This design comes from an exercise in tuning for small area, a short achievable clock period and few clock cycles per item on the open sky130 flow, not from production work.
The RTL was checked by simulation tests, not by an equivalence proof against the original design.
Power figures rest on the tool's default switching activity, not on a simulated workload.

$ cat flow/design.v
`timescale 1ns / 1ps
`default_nettype none
package kfct_pkg;
  localparam int ENTRIES     = 64;
  localparam int COUNT_WIDTH = 16;
  localparam int KEY_WIDTH   = 32;
  localparam int IDX_W       = (ENTRIES > 1) ? $clog2(ENTRIES) : 1;
  localparam int OP_W        = 3;
  localparam int IN_KEY_W    = 32;
  localparam int RES_W       = 17;
  typedef enum logic [OP_W-1:0] {
    OP_INC    = 3'd0,
    OP_DEC    = 3'd1,
    OP_EJECT  = 3'd2,
    OP_CLEAR  = 3'd3,
    OP_SEARCH = 3'd4,
    OP_MAX    = 3'd5
  } kfct_op_t;
  typedef enum logic [2:0] {
    ST_IDLE,
    ST_SCAN,
    ST_DRAIN,
    ST_UPDATE,
    ST_RESP
  } kfct_state_t;
  typedef struct packed {
    logic load;       
    logic scan_rd;    
    logic commit;     
    logic out_load;   
  } kfct_cmd_t;
  typedef struct packed {
    logic scan_last;  
    logic out_free;   
  } kfct_sts_t;
endpackage
`default_nettype wire
`timescale 1ns / 1ps
`default_nettype none
module key_frequency_count_table (
  input  wire logic               clk,
  input  wire logic               rst_n,
  input  wire logic               in_valid,
  output logic                    in_ready,
  input  wire logic [2:0]         in_op,
  input  wire logic [31:0]        in_key,
  output logic                    out_valid,
  input  wire logic               out_ready,
  output logic signed [16:0]      out_count,
  output logic                    out_found,
  output logic                    out_status
);
  localparam int N  = kfct_pkg::ENTRIES;
  localparam int KW = kfct_pkg::KEY_WIDTH;
  localparam int CW = kfct_pkg::COUNT_WIDTH;
  localparam int RW = kfct_pkg::RES_W;
  localparam int QD = 4;                  
  localparam int D  = QD + 1;             
  localparam logic [RW-1:0] NONE = '1;
  logic [KW-1:0] key_mem [N];
  logic [CW-1:0] cnt_mem [N];
  logic [N-1:0]  valid_r;
  logic       in_rdy_r;
  logic [2:0] outst_r;                    
  logic       blk_r;                      
  logic       big_r;                      
  logic       out_valid_r;
  logic       scan_last;
  wire acc = in_valid & in_rdy_r;
  wire pop = out_valid_r & out_ready;
  logic [2:0] outst_nxt;
  logic       blk_nxt;
  always_comb begin
    outst_nxt = outst_r + {2'b0, acc} - {2'b0, pop};
    blk_nxt   = blk_r ? !scan_last : (acc && in_op == kfct_pkg::OP_MAX && big_r);
  end
  always_ff @(posedge clk) begin
    if (!rst_n) begin
      outst_r  <= '0;
      blk_r    <= 1'b0;
      in_rdy_r <= 1'b1;
    end else begin
      outst_r  <= outst_nxt;
      blk_r    <= blk_nxt;
      in_rdy_r <= (outst_nxt < 3'(D)) && !blk_nxt;
    end
  end
  assign in_ready = in_rdy_r;
  wire          a_v    = acc;
  wire          a_slow = (in_op == kfct_pkg::OP_MAX) && big_r;
  wire [2:0]    a_op   = in_op;
  wire [KW-1:0] a_key  = in_key;
  logic          b_v, b_slow, b_eqp;
  logic [2:0]    b_op;
  logic [KW-1:0] b_key;
  logic [N-1:0]  b_match;
  logic [N-1:0]  c_insw;                  
  logic [N-1:0]  cmp;
  logic          eqkc;
  logic          hold;                    
  logic          scan_r;
  always_comb begin
    for (int j = 0; j < N; j++) cmp[j] = (key_mem[j] == a_key);
    eqkc = (a_key == b_key);
  end
  always_ff @(posedge clk) begin
    if (!rst_n) begin
      b_v    <= 1'b0;
      scan_r <= 1'b0;
    end else begin
      b_v    <= hold ? b_v : (rst_n && a_v);
      scan_r <= hold;
    end
  end
  always_ff @(posedge clk) begin
    b_key <= a_key;
    b_eqp <= eqkc;
    if (!hold) begin
      b_op   <= a_op;
      b_slow <= a_slow;
    end
    for (int j = 0; j < N; j++) begin
      if (hold) b_match[j] <= scan_r ? ((j == 0) ? 1'b0 : b_match[j-1]) : (j == 0);
      else      b_match[j] <= cmp[j];
    end
  end
  logic          c_v, c_slow, c_hit, c_ins, c_any, c_wcnt, c_hitw, c_clrp, c_wpv;
  logic [3:0]    c_wp;
  logic          c_a3, c_a2;
  logic [2:0]    c_op;
  logic          c_inc;
  logic [CW-1:0] c_cnt, c_u;            
  logic [N-1:0]  c_oh;
  logic [N-1:0]  hit_oh, free_oh, we_oh, veff;
  logic          hit, full, ins, b_inc, b_dec, b_ej, b_max;
  logic [CW-1:0] c_rd;
  logic [N-1:0]  pre;                     
  logic [CW-1:0] w;                       
  logic [N-1:0]  al0;
  logic          an3, an2, x11, x01;
  assign c_insw = c_ins ? c_oh : '0;
  assign veff   = valid_r | c_insw;
  assign hit_oh = ((b_match & ~c_insw) | (b_eqp ? c_insw : '0)) & veff;
  assign hit    = |hit_oh;
  logic [6:0] occ_r;
  logic       full_r;
  wire        ej_now = b_v && b_ej && hit;
  wire [6:0]  occ_p1 = occ_r + 7'd1;
  wire [6:0]  occ_m1 = occ_r - 7'd1;
  always_ff @(posedge clk) begin
    if (!rst_n) begin
      occ_r  <= '0;
      full_r <= 1'b0;
    end else begin
      occ_r  <= ins ? occ_p1 : (ej_now ? occ_m1 : occ_r);
      full_r <= !ej_now && (occ_r == 7'd64 || (occ_r == 7'd63 && ins));
    end
  end
  assign full   = full_r;
  assign b_inc  = (b_op == kfct_pkg::OP_INC);
  assign b_dec  = (b_op == kfct_pkg::OP_DEC);
  assign b_ej   = (b_op == kfct_pkg::OP_EJECT);
  assign b_max  = (b_op == kfct_pkg::OP_MAX);
  assign ins    = b_v && b_inc && !hit && !full;
  always_comb begin
    logic [N-1:0] p;
    p = ~veff;
    for (int s = 1; s < N; s = s * 2) p = p | (p << s);
    pre     = p << 1;
    free_oh = ~veff & ~pre;
  end
  always_comb begin
    c_rd = '0;
    for (int j = 0; j < N; j++) c_rd = c_rd | ((b_match[j] && valid_r[j]) ? cnt_mem[j] : '0);
  end
  always_comb begin
    for (int j = 0; j < N; j++) we_oh[j] = c_oh[j] & (valid_r[j] ? c_hitw : c_ins);
    al0 = valid_r & ~(c_wcnt ? c_oh : '0);
    an3 = 1'b0;
    x11 = 1'b0;
    x01 = 1'b0;
    for (int j = 0; j < N; j++) begin
      an3 = an3 | (al0[j] & cnt_mem[j][3]);
      x11 = x11 | (al0[j] & cnt_mem[j][3] & cnt_mem[j][2]);
      x01 = x01 | (al0[j] & cnt_mem[j][2]);
    end
    an2 = an3 ? x11 : x01;
  end
  wire c2_clr = c_v && c_op == kfct_pkg::OP_CLEAR;
  wire fwd    = b_eqp && c_wcnt;
  wire [CW-1:0] cnt_nx = c2_clr ? '0 : (fwd ? w : c_rd);
  always_ff @(posedge clk) begin
    if (!rst_n) begin
      c_v    <= 1'b0;
      c_wcnt <= 1'b0;
      c_hitw <= 1'b0;
      c_ins  <= 1'b0;
    end else begin
      c_v    <= b_v && !hold;
      c_wcnt <= b_v && !hold && (((b_inc || b_dec) && hit) || ins);
      c_hitw <= b_v && !hold && (b_inc || b_dec) && hit;
      c_ins  <= ins;
      end
  end
  always_ff @(posedge clk) begin
    c_op   <= b_op;
    c_inc  <= b_inc;
    c_slow <= b_slow;
    c_hit  <= hit;
    c_any  <= (occ_r != 7'd0);
    c_cnt  <= cnt_nx;
    c_u    <= b_inc ? cnt_nx : ~cnt_nx;
    c_oh   <= b_max ? al0 : (hit_oh | free_oh);
    c_a3   <= an3;
    c_a2   <= an2;
    c_wpv  <= c_wcnt;
    c_wp   <= w[3:0];
    c_clrp <= c2_clr;
  end
  always_ff @(posedge clk) begin
    for (int j = 0; j < N; j++) begin
      if (!veff[j]) key_mem[j] <= b_key;
    end
  end
  always_ff @(posedge clk) begin
    if (!rst_n) begin
      valid_r <= '0;
    end else begin
      for (int j = 0; j < N; j++) begin
        valid_r[j] <= (valid_r[j] | c_insw[j]) && !(b_v && b_ej && hit_oh[j]);
      end
    end
  end
  assign scan_last = scan_r && b_match[N-1];
  logic hold_r;
  always_ff @(posedge clk) begin
    if (!rst_n) hold_r <= 1'b0;
    else        hold_r <= hold ? !(scan_r && b_match[N-2]) : (a_v && a_slow);
  end
  assign hold = hold_r;
  logic [CW-1:0] sacc;
  always_ff @(posedge clk) begin
    if (scan_r) sacc <= b_match[0] ? '0 : ((c_cnt > sacc) ? c_cnt : sacc);
  end
  logic          an1, x1a, x1b, an0;
  logic [N-1:0]  al2;
  logic [3:0]    eng, mx4;
  logic [CW-1:0] smax;
  logic [RW-1:0] r_cnt;
  logic          r_found, r_status;
  always_comb begin
    logic [CW-1:0] u;
    logic [CW:0]   cy;
    u     = c_u;
    cy[0] = 1'b1;
    for (int k = 0; k < CW; k++) cy[k+1] = &(u | ~((CW'(1) << (k + 1)) - CW'(1)));
    for (int k = 0; k < CW; k++) w[k] = c_cnt[k] ^ (cy[k] & !cy[CW]);
  end
  wire [CW-1:0] cnt_wd = c2_clr ? '0 : w;
  always_ff @(posedge clk) begin
    for (int j = 0; j < N; j++) begin
      if (c2_clr || we_oh[j]) cnt_mem[j] <= cnt_wd;
    end
  end
  always_ff @(posedge clk) begin
    if (!rst_n) big_r <= 1'b0;
    else if (c2_clr) big_r <= 1'b0;
    else if (c_wcnt && (w[CW-1:4] != '0 || w[3:2] == 2'b11)) big_r <= 1'b1;
  end
  always_comb begin
    for (int j = 0; j < N; j++)
      al2[j] = c_oh[j] & (cnt_mem[j][3] == c_a3) & (cnt_mem[j][2] == c_a2);
    an1 = 1'b0;
    x1a = 1'b0;
    x1b = 1'b0;
    for (int j = 0; j < N; j++) begin
      an1 = an1 | (al2[j] & cnt_mem[j][1]);
      x1a = x1a | (al2[j] & cnt_mem[j][1] & cnt_mem[j][0]);
      x1b = x1b | (al2[j] & cnt_mem[j][0]);
    end
    an0 = an1 ? x1a : x1b;
    eng = {c_a3, c_a2, an1, an0};
    smax = (c_cnt > sacc) ? c_cnt : sacc;
  end
  always_comb begin
    r_cnt    = NONE;
    r_found  = 1'b0;
    r_status = 1'b0;
    unique case (c_op)
      kfct_pkg::OP_INC: begin
        if (c_hit || c_ins) r_cnt = {1'b0, w};
        else r_status = 1'b1;
        r_found = c_hit;
      end
      kfct_pkg::OP_DEC: begin
        if (c_hit) r_cnt = {1'b0, w};
        r_found = c_hit;
      end
      kfct_pkg::OP_EJECT, kfct_pkg::OP_SEARCH: begin
        if (c_hit) r_cnt = {1'b0, c_cnt};
        r_found = c_hit;
      end
      kfct_pkg::OP_CLEAR: begin
        if (c_any) r_cnt = '0;
      end
      kfct_pkg::OP_MAX: begin
        if (c_any) r_cnt = {1'b0, smax};    
      end
      default: ;
    endcase
  end
  logic          rr_v, rr_fm, rr_any, rr_clrp, rr_wpv;
  logic [3:0]    rr_eng, rr_wp;
  logic [RW+1:0] rr_pk, r_pk;
  always_ff @(posedge clk) begin
    if (!rst_n) rr_v <= 1'b0;
    else        rr_v <= c_v;
  end
  always_ff @(posedge clk) begin
    rr_pk   <= {r_cnt, r_found, r_status};
    rr_fm   <= (c_op == kfct_pkg::OP_MAX) && !c_slow;
    rr_any  <= c_any;
    rr_clrp <= c_clrp;
    rr_wpv  <= c_wpv;
    rr_wp   <= c_wp;
    rr_eng  <= eng;
  end
  always_comb begin
    mx4  = rr_clrp ? 4'd0 : ((rr_wpv && rr_wp > rr_eng) ? rr_wp : rr_eng);
    r_pk = rr_pk;
    if (rr_fm && rr_any) r_pk = {13'b0, mx4, 2'b00};
  end
  logic [RW+1:0] q_mem [QD];
  logic [2:0]    q_wp, q_rp, q_n;
  logic [RW+1:0] o_r;
  wire           o_free = !out_valid_r || out_ready;
  wire           q_ne   = (q_n != '0);
  wire           q_push = rr_v && (!o_free || q_ne);
  wire           q_pop  = o_free && q_ne;
  always_ff @(posedge clk) begin
    if (!rst_n) begin
      out_valid_r <= 1'b0;
      q_wp        <= '0;
      q_rp        <= '0;
      q_n         <= '0;
    end else begin
      if (o_free) out_valid_r <= q_ne || rr_v;
      if (q_push) q_wp <= (q_wp == 3'(QD - 1)) ? '0 : q_wp + 1'b1;
      if (q_pop)  q_rp <= (q_rp == 3'(QD - 1)) ? '0 : q_rp + 1'b1;
      q_n <= q_n + {2'b0, q_push} - {2'b0, q_pop};
    end
  end
  always_ff @(posedge clk) begin
    if (q_push) q_mem[q_wp] <= r_pk;
    if (o_free) o_r <= q_ne ? q_mem[q_rp] : r_pk;
  end
  assign out_valid  = out_valid_r;
  assign out_count  = $signed(o_r[RW+1:2]);
  assign out_found  = o_r[1];
  assign out_status = o_r[0];
endmodule
`default_nettype wire
$ cat flow/run.sh
#!/bin/bash
# synth_recipe.tcl (not shown) runs the flow's synth.tcl, then flattens the netlist and writes it again
# the make line also repeats each setting of config.mk as NAME=value (left out here)
make -C /OpenROAD-flow-scripts/flow DESIGN_CONFIG=/design/flow/config.mk WORK_HOME=/design/flow/orfs CLKGATE_MAP_FILE= SYNTH_SCRIPT=/design/flow/synth_recipe.tcl finish
$ cat flow/config.mk
export PLATFORM = sky130hd
export DESIGN_NAME = key_frequency_count_table
export DESIGN_NICKNAME = key_frequency_count_table
export VERILOG_FILES = /design/flow/design.v
export SDC_FILE = /design/flow/constraint.sdc
export NUM_CORES = 4
export LEC_CHECK = 0
export CAP_MARGIN = 20
export CORE_MARGIN = 2
export CORE_UTILIZATION = 50
export CTS_CLUSTER_DIAMETER = 100
export CTS_CLUSTER_SIZE = 25
export PLACE_DENSITY = 0.6
export SETUP_SLACK_MARGIN = 2.1
export SLEW_MARGIN = 20
export TNS_END_PERCENT = 5
$ cat flow/constraint.sdc
create_clock -name core_clock -period 6.0 [get_ports {clk}]
set_input_delay 1.2000 -clock core_clock [delete_from_list [all_inputs] [get_ports {clk}]]
set_output_delay 1.2000 -clock core_clock [all_outputs]
set_load 0.01 [all_outputs]
==> impl_metrics.tcl, run 1 <==
set metrics [dict create \
    ir_drop_mv 0.3306 \
    clock_skew_ns 0.09135 \
    power_density_mw_per_mm2 288.3 \
    critPathRequiredTime_ns 6.80 \
    clk_pin_slew_ns 0.11 \
    grt_overflow_total 0 \
    setup.worst_path.start_class "flop" \
    wl_met1_um 242200 \
    leakage_nw 54.72 \
    portBuffers 59 \
    timing.rr.start "valid_r[38]" \
    total_power_mw 46.61 \
    tns_ns 0 \
    setup_viol 0 \
    core_sq_mm 0.2903 \
    dieHeight_um 543.8 \
    clock_sinks 3523 \
    cpPeakStageDelay_ns 0.87 \
    place_hpwl_um 403900 \
    drc_errors 0 \
    boundaryPins 60 \
    syn_area_sq_mm 0.1457 \
    num_vias 96660 \
    timing.final.crit_share 0.7336 \
    synth_edf_count 3187 \
    drive_above_1_share 0.1201 \
    synthCells 9628 \
    status "timing/DRC/antenna clean" \
    met3WireLength_um 89800 \
    synth_top_flop_cell "edfxtp_1" \
    postCtsHoldBufs 0 \
    wl_um 640600 \
    rows 198 \
    drv_slew 0 \
    worstPathArrival_ns 5.20 \
    nFillCells 23080 \
    r2r_end "c_u[4]" \
    slowest_stage "nand4_1" \
    wl_per_cell_um 45.73 \
    yosys_warnings 3 \
    worst_pin_slew_ns 1.337 \
    max_freq_ghz 0.2272 \
    synth-seq-area-share 0.7031 \
    min-delay-start "c_wpv" \
    wl_met2_um 271000 \
    reg2reg_slack_ns 1.60 \
    worstSetupEndpointType "flop" \
    synth_nets 9704 \
    holdPathEnd "rr_wpv" \
    async_flop_share 0 \
    critPathKind "flop to flop" \
    start_util 0.5018 \
    cap_violations 0 \
    nets 10040 \
    drt_iter0_drc 19380 \
    crit_chain "and2_1 > buf_4 > a22oi_1 > nand4_1 > a2111oi_0 > nand4_1 > o221a_2 > xnor2_1" \
    clk_latency_ns 0.96 \
    min-delay-path-class "flop to flop" \
    die_x_um 543.8 \
    avgSynthCellArea_sq_um 15.13 \
    slew_headroom 0.1036 \
    grt_usage 0.4275 \
    cts_tree "done" \
    hold_viol_final 0 \
    grt_antenna_before_repair 95 \
    numCtsBuffers 172 \
    r2r_cells 8 \
    h-tree-depth 4 \
    grt_pass1_wl_um 833100 \
    vias_per_cell 6.899 \
    grt_max_degree 130 \
    gp_congestion 1.030 \
    design.die.area_sq_mm 0.2957 \
    path_max_fanout 11 \
    clock_path_buffers 4 \
    final.min_clock_period_ns 4.402 \
    drt_pass1_iterations 8 \
    synth_cell_types 75 \
    ys_ff_latch 3523 \
    ant_nets 0 \
    crit_top_cell "nand4_1" \
    cts-root-buf "clkbuf_16" \
    min_path_cells 0 \
    rsz0062_at_grt "yes" \
    grt_pass1_vias 87790 \
    top_layer "met5" \
    area_growth_pct 10.98 \
]
cell type report:
type	instances	area, sq um	area share
Inverter	134	504.2	0.003119
Clock buffer	251	4643	0.02872
Timing Repair Buffer	669	5844	0.03615
Sequential cell	3523	102600	0.6344
Clock inverter	32	419.2	0.002592
Tap cell	3900	4880	0.03018
Multi-Input combinational cell	5468	42740	0.2643
Antenna cell	33	82.58	0.0005107
layout by cell type, fill, tap and decap left out, types with 25 or more instances in the layout:
cell type / synthesis / layout
a21oi_1: 158 / 102
nor3_1: 204 / 188
inv_1: 132 / 130
nor4_1: 363 / 336
o21ai_4: 0 / 32
buf_12: 0 / 36
xnor2_1: 977 / 975
clkbuf_1: 370 / 77
nor2_1: 180 / 170
diode_2: 0 / 33
ha_1: 34 / 32
edfxtp_1: 3187 / 3187
nand4_1: 405 / 405
dfxtp_1: 336 / 295
buf_6: 4 / 43
mux2_2: 25 / 25
clkdlybuf4s50_1: 0 / 27
and2_1: 104 / 90
buf_4: 4 / 554
nand3_1: 244 / 242
clkbuf_16: 0 / 176
dfxtp_4: 0 / 38
a21oi_4: 0 / 53
a22o_1: 177 / 177
o21ai_2: 1 / 33
xor2_1: 1265 / 1263
a21boi_0: 65 / 41
a31oi_1: 51 / 51
mux2i_1: 123 / 88
a22oi_1: 366 / 366
nand2_1: 185 / 170
a221oi_1: 124 / 121
o21ai_0: 158 / 93
logic make-up (layout without fill, tap and decap cells):
| kind of cell | after synthesis | in the layout | share of synthesized area |
|---|---|---|---|
| compound gates | 1224 | 1224 | 0.06048 |
| xor+xnor | 2242 | 2242 | 0.1348 |
| fa+ha+maj | 38 | 38 | 0.003401 |
| buf+inv | 637 | 1086 | 0.01699 |
| flops | 3523 | 3523 | 0.7031 |
| mux | 167 | 167 | 0.01332 |
| other cells | 0 | 33 | 0 |
| simple gates | 1797 | 1797 | 0.06798 |
worst max path at each step:
stage | startpoint | end | slack, ns | cells after the start
floorplan | c_ins | occ_r[6] | 2.22 | 18
global placement | c_ins | occ_r[6] | 0.52 | 18
detailed placement | c_ins | occ_r[6] | 0.69 | 18
CTS | c_ins | occ_r[6] | 1.96 | 21
global route | valid_r[62] | c_u[13] | 1.85 | 9
finish | valid_r[38] | c_u[4] | 1.60 | 8
metal layers:
metal	vias to the layer above	track usage
met5	-	0
met4	30	0.2046
met3	1470	0.1163
met2	8162	0.6168
met1	49920	0.5998
li1	37080	-
sequential cells by signal, summed over array words and instances (netlist names), 7 cells and up, named ones only:
signal,flops
b_key,32
b_match,64
c_cnt,16
c_oh,64
c_u,16
cnt_mem,1024
key_mem,2048
o_r,19
occ_r,7
q_mem,76
rr_pk,19
sacc,16
valid_r,64
what timing repair did:
action                     4_1_cts  5_1_grt
setup endpoints to repair       67       38
gates cloned                     0        2
gates resized for setup         90       34
buffers inserted                26       31
pin swaps                       18       19
cells in the mapped netlist, types with 7 or more instances:
library cell	instances	area, sq um
dfxtp_1	336	6726
mux4_2	19	427.9
mux2_2	25	281.5
a211oi_1	15	112.6
a21boi_0	65	488.0
nand2_1	185	694.4
xor2_1	1265	11080
nor3_1	204	1021
nor2_1	180	675.7
a222oi_1	16	160.2
a21oi_1	158	790.8
nand3b_1	14	105.1
nand2b_1	20	125.1
o2111ai_1	14	122.6
or4_1	8	60.06
o21a_1	8	60.06
nand3_1	244	1221
buf_1	102	382.9
nand4_1	405	2534
o22ai_1	11	68.82
a221oi_1	124	1086
a21o_1	13	97.59
mux2i_1	123	1231
edfxtp_1	3187	95700
a31oi_1	51	319.1
a2111oi_0	10	87.58
a22oi_1	366	2748
nor4_1	363	2271
and2_1	104	650.6
inv_1	132	495.5
o21ai_0	158	790.8
xnor2_1	977	8557
ha_1	34	425.4
nor2b_1	7	43.79
buf_2	22	110.1
and3_1	24	150.1
clkbuf_1	370	1389
a22o_1	177	1550
power breakdown:
part / internal, mW / switching [mW]
Sequential: 27.9 / 0.733
Combinational: 1.51 / 2.76
Clock: 5.59 / 8.11
worst max-delay path: cells and delay by family (launching register included):
| family | cells | cell delay [ns] |
|---|---|---|
| simple gates | 3 | 1.69 |
| compound gates | 3 | 1.63 |
| buf+inv | 1 | 0.43 |
| flops | 1 | 0.37 |
| xor+xnor | 1 | 0.14 |
through the flow:
step	hold slack, ns	setup WS, ns	cells	area, sq um	util
after floorplan	0.3096	2.219	9628	145700	-
after global placement	0.3153	0.5196	13630	155300	0.5347
after detailed placement	0.3121	0.6891	13630	155300	0.5349
after CTS	0.3351	1.962	13940	161100	0.5547
after global routing	0.3409	1.845	13980	161600	0.5566
final	0.3321	1.598	14010	161700	0.5569
Testbench counts, summed over its fixed seeds: cycles 16,032, items 16,000.
==> run 2, diff against run 1 <==
--- a/flow/config.mk
+++ b/flow/config.mk
@@ -13,4 +13,4 @@
 export PLACE_DENSITY = 0.6
 export SETUP_SLACK_MARGIN = 2.1
 export SLEW_MARGIN = 20
-export TNS_END_PERCENT = 5
+export TNS_END_PERCENT = 100
==> run 2 against run 1 <==
Net effect:
- still clean on timing, DRC and antenna
- fmax increased by 8.4%
- sequential power about the same
- area after synthesis unchanged
- count of clock-buffer cells in the layout unchanged
- combinational power about the same
- sequential share of layout area decreased by 0.12 points
- largest cell class unchanged
- largest power group unchanged
==> impl_metrics.tcl, run 2 <==
set metrics [dict create \
    grt_pass1_vias 87810 \
    worst_pin_slew_ns 1.314 \
    grt_max_degree 130 \
    top_regs "key_mem (2048), cnt_mem (1024), q_mem (76)" \
    timing.final.crit_share 0.6770 \
    internal-power_mw 35.02 \
    core_sq_mm 0.2903 \
    clkPwrFrac 0.294 \
    rsz0062_at_grt "yes" \
    hold_viol_final 0 \
    path_max_fanout 16 \
    pwr-share-seq 0.614 \
    crit_top_cell "nand4_1" \
    worstSetupEndpointType "flop" \
    place_ws_ns 0.6891 \
    final_cells 14030 \
    final_cell_mix "3,187 x edfxtp_1, 1,263 x xor2_1, 975 x xnor2_1, 556 x buf_4, 405 x nand4_1" \
    setup.worst_path.start_class "flop" \
    rows 198 \
    async_flop_share 0 \
    design.die.area_sq_mm 0.2957 \
    power_density_mw_per_mm2 287.8 \
    worstPathArrival_ns 4.86 \
    ys_top_cells_by_count "3,187 x edfxtp_1, 1,265 x xor2_1, 977 x xnor2_1, 405 x nand4_1, 370 x clkbuf_1" \
    synth_edf_count 3187 \
    clock_skew_ns 0.08950 \
    ant_nets 0 \
    critPathKind "flop to flop" \
    drt_pass1_iterations 7 \
    yosysTopAreaCellShare 0.6569 \
    clk_pin_slew_ns 0.11 \
    clk_latency_ns 0.97 \
    postCtsHoldBufs 0 \
    synth_top_flop_cell "edfxtp_1" \
    crit_chain "and2_1 > buf_4 > a22o_1 > a221oi_2 > nand4_1 > nor4_2 > nand4_1 > and3_4 > xnor2_1" \
    h-tree-depth 4 \
    min-delay-path-class "flop to flop" \
    num_vias 96550 \
    clock_path_buffers 4 \
    status "timing/DRC/antenna clean" \
    gp_congestion 1.030 \
    numCtsBuffers 172 \
    regMostFlops "key_mem" \
    yosysMostFrequentCell "edfxtp_1" \
    drv_slew 0 \
    synthCells 9628 \
    hold_slack_ns 0.3335 \
    cp_top_family "simple AND/OR/NAND/NOR gates" \
    leakage_nw 54.84 \
    drive_above_1_share 0.1233 \
    p_sw_mw 11.62 \
    worst_slack_ns 1.938 \
    wl_per_cell_um 45.68 \
    syn_area_sq_mm 0.1457 \
    clock_sinks 3523 \
    switching_share 0.2491 \
    grt_usage 0.4280 \
    largest_reg_flops 2048 \
    cap_violations 0 \
    vias_per_cell 6.881 \
    cp.buffers_inverters 1 \
    cpPeakStageDelay_ns 0.82 \
    max_freq_ghz 0.2462 \
    avgSynthCellArea_sq_um 15.13 \
    placed_cells 13630 \
    yosys_warnings 3 \
    setup_viol 0 \
    slew_headroom 0.1161 \
    synth_top_area_cell "edfxtp_1" \
    wl_um 640900 \
    final.min_clock_period_ns 4.062 \
    area_growth_pct 11.20 \
    die_x_um 543.8 \
    ys_ff_latch 3523 \
    start_util 0.5018 \
    tns_ns 0 \
    synth_nets 9704 \
    grt_overflow_total 0 \
    place_hpwl_um 403900 \
    cts_tree "done" \
    drc_errors 0 \
    slowest_stage "nand4_1" \
    critPathRequiredTime_ns 6.80 \
    cts-root-buf "clkbuf_16" \
    final_common_cell "edfxtp_1" \
    nets 10060 \
    dieHeight_um 543.8 \
    portBuffers 59 \
    grt_pass1_wl_um 834000 \
    grt_antenna_before_repair 93 \
    ir_drop_mv 0.3271 \
    comb_power_share 0.092 \
    synth-seq-area-share 0.7031 \
    boundaryPins 60 \
    drt_iter0_drc 19980 \
    synth_area_leaders "edfxtp_1 66%, xor2_1 7.6%, xnor2_1 5.9%, dfxtp_1 4.6%, a22oi_1 1.9%" \
    total_power_mw 46.63 \
    synth_cell_types 75 \
]
[run 2: kinds of logic after synthesis]
family | Yosys count | share of synthesized area
DFF | 3523 | 0.7031
xor gates and xnor gates | 2242 | 0.1348
muxes | 167 | 0.01332
AOI/OAI and AO/OA | 1224 | 0.06048
buffers and inverters | 637 | 0.01699
and+or+nand+nor | 1797 | 0.06798
adders and majority gates | 38 | 0.003401
[run 2: through the flow]
| stage | area (sq um) | util |
|---|---|---|
| finish | 162000 | 0.5580 |
| detailed placement | 155300 | 0.5349 |
| floorplan | 145700 | - |
| global placement | 155300 | 0.5347 |
| global route | 161900 | 0.5576 |
| CTS | 161100 | 0.5549 |
[run 2: worst register-to-register path: cells and delay by family (launching register included)]
family	cells	cell delay (ns)
AOI/OAI and AO/OA	2	0.68
xor gates and xnor gates	1	0.13
buffers and inverters	1	0.31
DFF	1	0.37
and+or+nand+nor	5	2.43
[run 2: timing repair]
item,in CTS,in global routing
pin swaps,22,38
resized for setup,96,71
setup buffers,27,42
cloned,0,2
endpoints found under the setup margin,67,34
[run 2: final cells by class]
type | instances | area [sq um]
Tap cell | 3900 | 4880
Clock buffer | 251 | 4643
Inverter | 134 | 506.7
Antenna cell | 42 | 105.1
Fill cell | 23050 | 128300
Sequential cell | 3523 | 102600
Multi-Input combinational cell | 5468 | 42900
Timing Repair Buffer | 680 | 5977
Clock inverter | 32 | 419.2
[run 2: final timing paths]
path	start	endpoint	slack (ns)	depth (start not counted)
max	b_match[11]	c_u[14]	1.94	9
min	c_wpv	rr_wpv	0.33	0
max reg2reg	b_match[11]	c_u[14]	1.94	9
min reg2reg	c_wpv	rr_wpv	0.33	0
[run 2: power groups by stage]
stage	Clock [mW]	Combinational (mW)	Sequential (mW)
CTS	13.7	4.19	28.6
finish	13.7	4.28	28.6
global route	14.5	4.45	28.7
detailed placement	0	4.14	29.2
global placement	0	4.09	29.2
floorplan	0	2.30	29.0
[run 2: layer usage]
| metal | routed length (um) | vias up | GRT usage |
|---|---|---|---|
| met5 | 186 | - | 0 |
| met4 | 37260 | 28 | 0.2038 |
| met3 | 89120 | 1467 | 0.1165 |
| met2 | 271500 | 8094 | 0.6178 |
| met1 | 242800 | 49820 | 0.6005 |
| li1 | - | 37140 | - |
==> run 3, diff against run 2 <==
--- a/flow/config.mk
+++ b/flow/config.mk
@@ -11,6 +11,6 @@
 export CTS_CLUSTER_DIAMETER = 100
 export CTS_CLUSTER_SIZE = 25
 export PLACE_DENSITY = 0.6
-export SETUP_SLACK_MARGIN = 2.1
+export SETUP_SLACK_MARGIN = 2.5
 export SLEW_MARGIN = 20
 export TNS_END_PERCENT = 100
==> run 3 against run 2 <==
Net effect:
- clock skew rose by 0.0063 ns
- fmax fell by 10%
- critical path depth rose by 11
- cell count barely moved
- register-to-register slack got worse by 0.45 ns
- power rose by 0.71%
- combinational power barely moved
- clock power barely moved
- still clean on timing, DRC and antenna
- flip-flop and latch count did not move
==> impl_metrics.tcl, run 3 <==
set metrics [dict create \
    min-delay-start "c_wpv" \
    cts_tree "done" \
    clk_latency_ns 0.98 \
    cpPeakStageDelay_ns 0.54 \
    crit_chain "buf_12 > nand2_1 > mux2i_4 > nand4_1 > nor4_4 > nand4_1 > buf_6 > nor2_4 > buf_6 > nand2_4 > buf_6 > ha_4 > nor2b_4 > o21ai_2 > buf_4 > nand2b_4 > a21o_1 > a21oi_2 > mux2i_1 > mux2i_1" \
    drive_above_1_share 0.1285 \
    synthCells 9628 \
    gp_congestion 1.041 \
    die_x_um 543.8 \
    grt_antenna_before_repair 73 \
    rows 198 \
    final_common_cell "edfxtp_1" \
    drv_slew 0 \
    grt_pass1_wl_um 835100 \
    nets 10070 \
    min-delay-path-class "flop to flop" \
    postCtsHoldBufs 0 \
    num_vias 96630 \
    core_sq_mm 0.2903 \
    start_util 0.5018 \
    clock_path_buffers 4 \
    area_growth_pct 11.71 \
    yosysMostFrequentCell "edfxtp_1" \
    synth_edf_count 3187 \
    yosys.area_share.simple 0.06798 \
    hold_slack_ns 0.3247 \
    power_density_mw_per_mm2 288.6 \
    worstPathArrival_ns 5.36 \
    numCtsBuffers 174 \
    regMostFlops "key_mem" \
    timing.final.crit_share 0.7525 \
    worst_pin_slew_ns 1.281 \
    wl_um 639100 \
    synth_top_area_cell "edfxtp_1" \
    path_max_fanout 7 \
    crit_top_cell "buf_6" \
    largest_reg_flops 2048 \
    slew_headroom 0.1461 \
    clk_pin_slew_ns 0.11 \
    worstSetupEndpointType "flop" \
    clock_sinks 3523 \
    drt_iter0_drc 18040 \
    synth_top_flop_cell "edfxtp_1" \
    ys_ff_latch 3523 \
    ant_nets 0 \
    ys_top_cells_by_count "3,187 x edfxtp_1, 1,265 x xor2_1, 977 x xnor2_1, 405 x nand4_1, 370 x clkbuf_1" \
    critPathLaunch "c_ins" \
    vias_per_cell 6.883 \
    drc_errors 0 \
    hold_viol_final 0 \
    grt_overflow_total 0 \
    status "timing/DRC/antenna clean" \
    wl_per_cell_um 45.53 \
    top_regs "key_mem (2048), cnt_mem (1024), q_mem (76)" \
    slowest_stage "nand4_1" \
    drt_pass1_iterations 7 \
    portBuffers 59 \
    avgSynthCellArea_sq_um 15.13 \
    place_hpwl_um 400600 \
    syn_area_sq_mm 0.1457 \
    critPathKind "flop to flop" \
    yosys_warnings 3 \
    critPathRequiredTime_ns 6.85 \
    grt_usage 0.4273 \
    async_flop_share 0 \
    final.min_clock_period_ns 4.515 \
    rsz0062_at_grt "yes" \
    setup.worst_path.start_class "flop" \
    synth.area.mux_share 0.01332 \
    total_power_mw 46.96 \
    synth_area_leaders "edfxtp_1 66%, xor2_1 7.6%, xnor2_1 5.9%, dfxtp_1 4.6%, a22oi_1 1.9%" \
    tns_ns 0 \
    synth_nets 9704 \
    synth_cell_types 75 \
    synth-seq-area-share 0.7031 \
    design.die.area_sq_mm 0.2957 \
    boundaryPins 60 \
    yosysTopAreaCellShare 0.6569 \
    final_util 0.5606 \
    cts-root-buf "clkbuf_16" \
    leakage_nw 55.23 \
    ir_drop_mv 0.3236 \
    dieHeight_um 543.8 \
    grt_pass1_vias 88210 \
    synth_top_family_by_area "XOR/XNOR gates" \
    h-tree-depth 4 \
    nFillCells 23050 \
    cap_violations 0 \
    max_freq_ghz 0.2215 \
    synth_compound_area_frac 0.06048 \
    synthXorXnorAreaFrac 0.1348 \
    grt_max_degree 130 \
    final_cell_mix "3,187 x edfxtp_1, 1,263 x xor2_1, 976 x xnor2_1, 538 x buf_4, 405 x nand4_1" \
    synthAdderAreaFrac 0.003401 \
    clock_skew_ns 0.09577 \
    timing.rr.start "c_ins" \
    setup_viol 0 \
]
[run 3: logic make-up after synthesis]
group,count (synthesis)
simple gates,1797
flops,3523
mux,167
fa+ha+maj,38
buf+inv,637
xor+xnor,2242
compound gates,1224
[run 3: worst max-delay path, delay by kind of cell (launching register included)]
kind | cells | cell delay (ns)
AND/OR/NAND/NOR | 8 | 1.64
buffers and inverters | 5 | 0.90
multiplexers | 3 | 0.75
flip-flops | 1 | 0.48
AO/OA/AOI/OAI | 3 | 0.45
adder cells (fa/ha/maj) | 1 | 0.21
[run 3: worst paths after layout]
check / to / slack, ns / cells past startpoint
worst max-delay path: occ_r[6] / 1.48 / 20
worst min-delay path: rr_wpv / 0.32 / 0
worst max register to register: occ_r[6] / 1.48 / 20
worst min register to register: rr_wpv / 0.32 / 0
[run 3: power by group]
| part | switching, mW | internal (mW) | total, mW |
|---|---|---|---|
| Sequential | 0.768 | 27.9 | 28.7 |
| Combinational | 2.72 | 1.54 | 4.26 |
| Clock | 8.22 | 5.82 | 14.0 |
[run 3: layout make-up]
cell class,instances,area [sq um],area share
Antenna cell,34,85.08,0.0005228
Inverter,134,515.5,0.003167
Sequential cell,3523,102600,0.6304
Clock inverter,32,483.0,0.002967
Multi-Input combinational cell,5469,42990,0.2641
Clock buffer,251,4760,0.02924
Timing Repair Buffer,695,6440,0.03957
Tap cell,3900,4880,0.02998
[run 3: routing by layer]
layer	wire length, um	vias to the layer above	track usage
met5	246	-	0
met4	36910	36	0.1999
met2	270600	7847	0.6169
li1	-	37120	-
met1	244900	50100	0.6020
met3	86430	1521	0.1146
[run 3: per-stage QoR]
stage / cell area [sq um] / setup slack (ns) / std cells
floorplan: 145700 / 2.410 / 9628
global placement: 155400 / 0.1323 / 13640
detailed placement: 155500 / 0.3984 / 13650
CTS: 162000 / 1.633 / 13980
global route: 162700 / 1.409 / 14010
finish: 162800 / 1.485 / 14040
[run 3: repair_timing]
| item | CTS | global route |
|---|---|---|
| pin swaps | 36 | 30 |
| cloned | 6 | 0 |
| setup buffers | 40 | 21 |
| endpoints found under the setup margin | 78 | 75 |
| gates resized for setup | 156 | 99 |

afterwards: timing with drivers on the ports:
The results above use ideal ports. As a check the final layouts listed here were re-extracted and re-timed, cells and wires unchanged.
Step 1 sets driving cells, clkbuf_16 on the clock port and buf_2 on the other inputs (assumed; they add their load-dependent delay and slew).
Step 2 moves the port delays by t, midway between the first and last clock arrival at a register: inputs arrive t later, outputs are due t later. That takes back most of the time a late clock gives input paths.
a / b / c = ideal ports / drivers / drivers and shift; a / b = the first two.
run | t, ns | slack for setup (ns) | worst hold slack (ns) | slew at the worst register clock pin (ns) | worst slew at a driven data input, ns
run 1 | 1.018 | 1.598 / 1.598 / 1.527 | 0.332 / 0.332 / 0.332 | 0.11 / 0.11 | 0.09
run 2 | 1.030 | 1.938 / 1.938 / 1.521 | 0.334 / 0.334 / 0.334 | 0.11 / 0.11 | 0.09
run 3 | 1.038 | 1.485 / 1.485 / 1.485 | 0.325 / 0.325 / 0.325 | 0.12 / 0.12 | 0.07
After both steps every run listed still meets setup and hold. For run 2, which loses most, drivers alone change the setup slack by 0.000 ns; drivers and shift together by -0.417 ns.
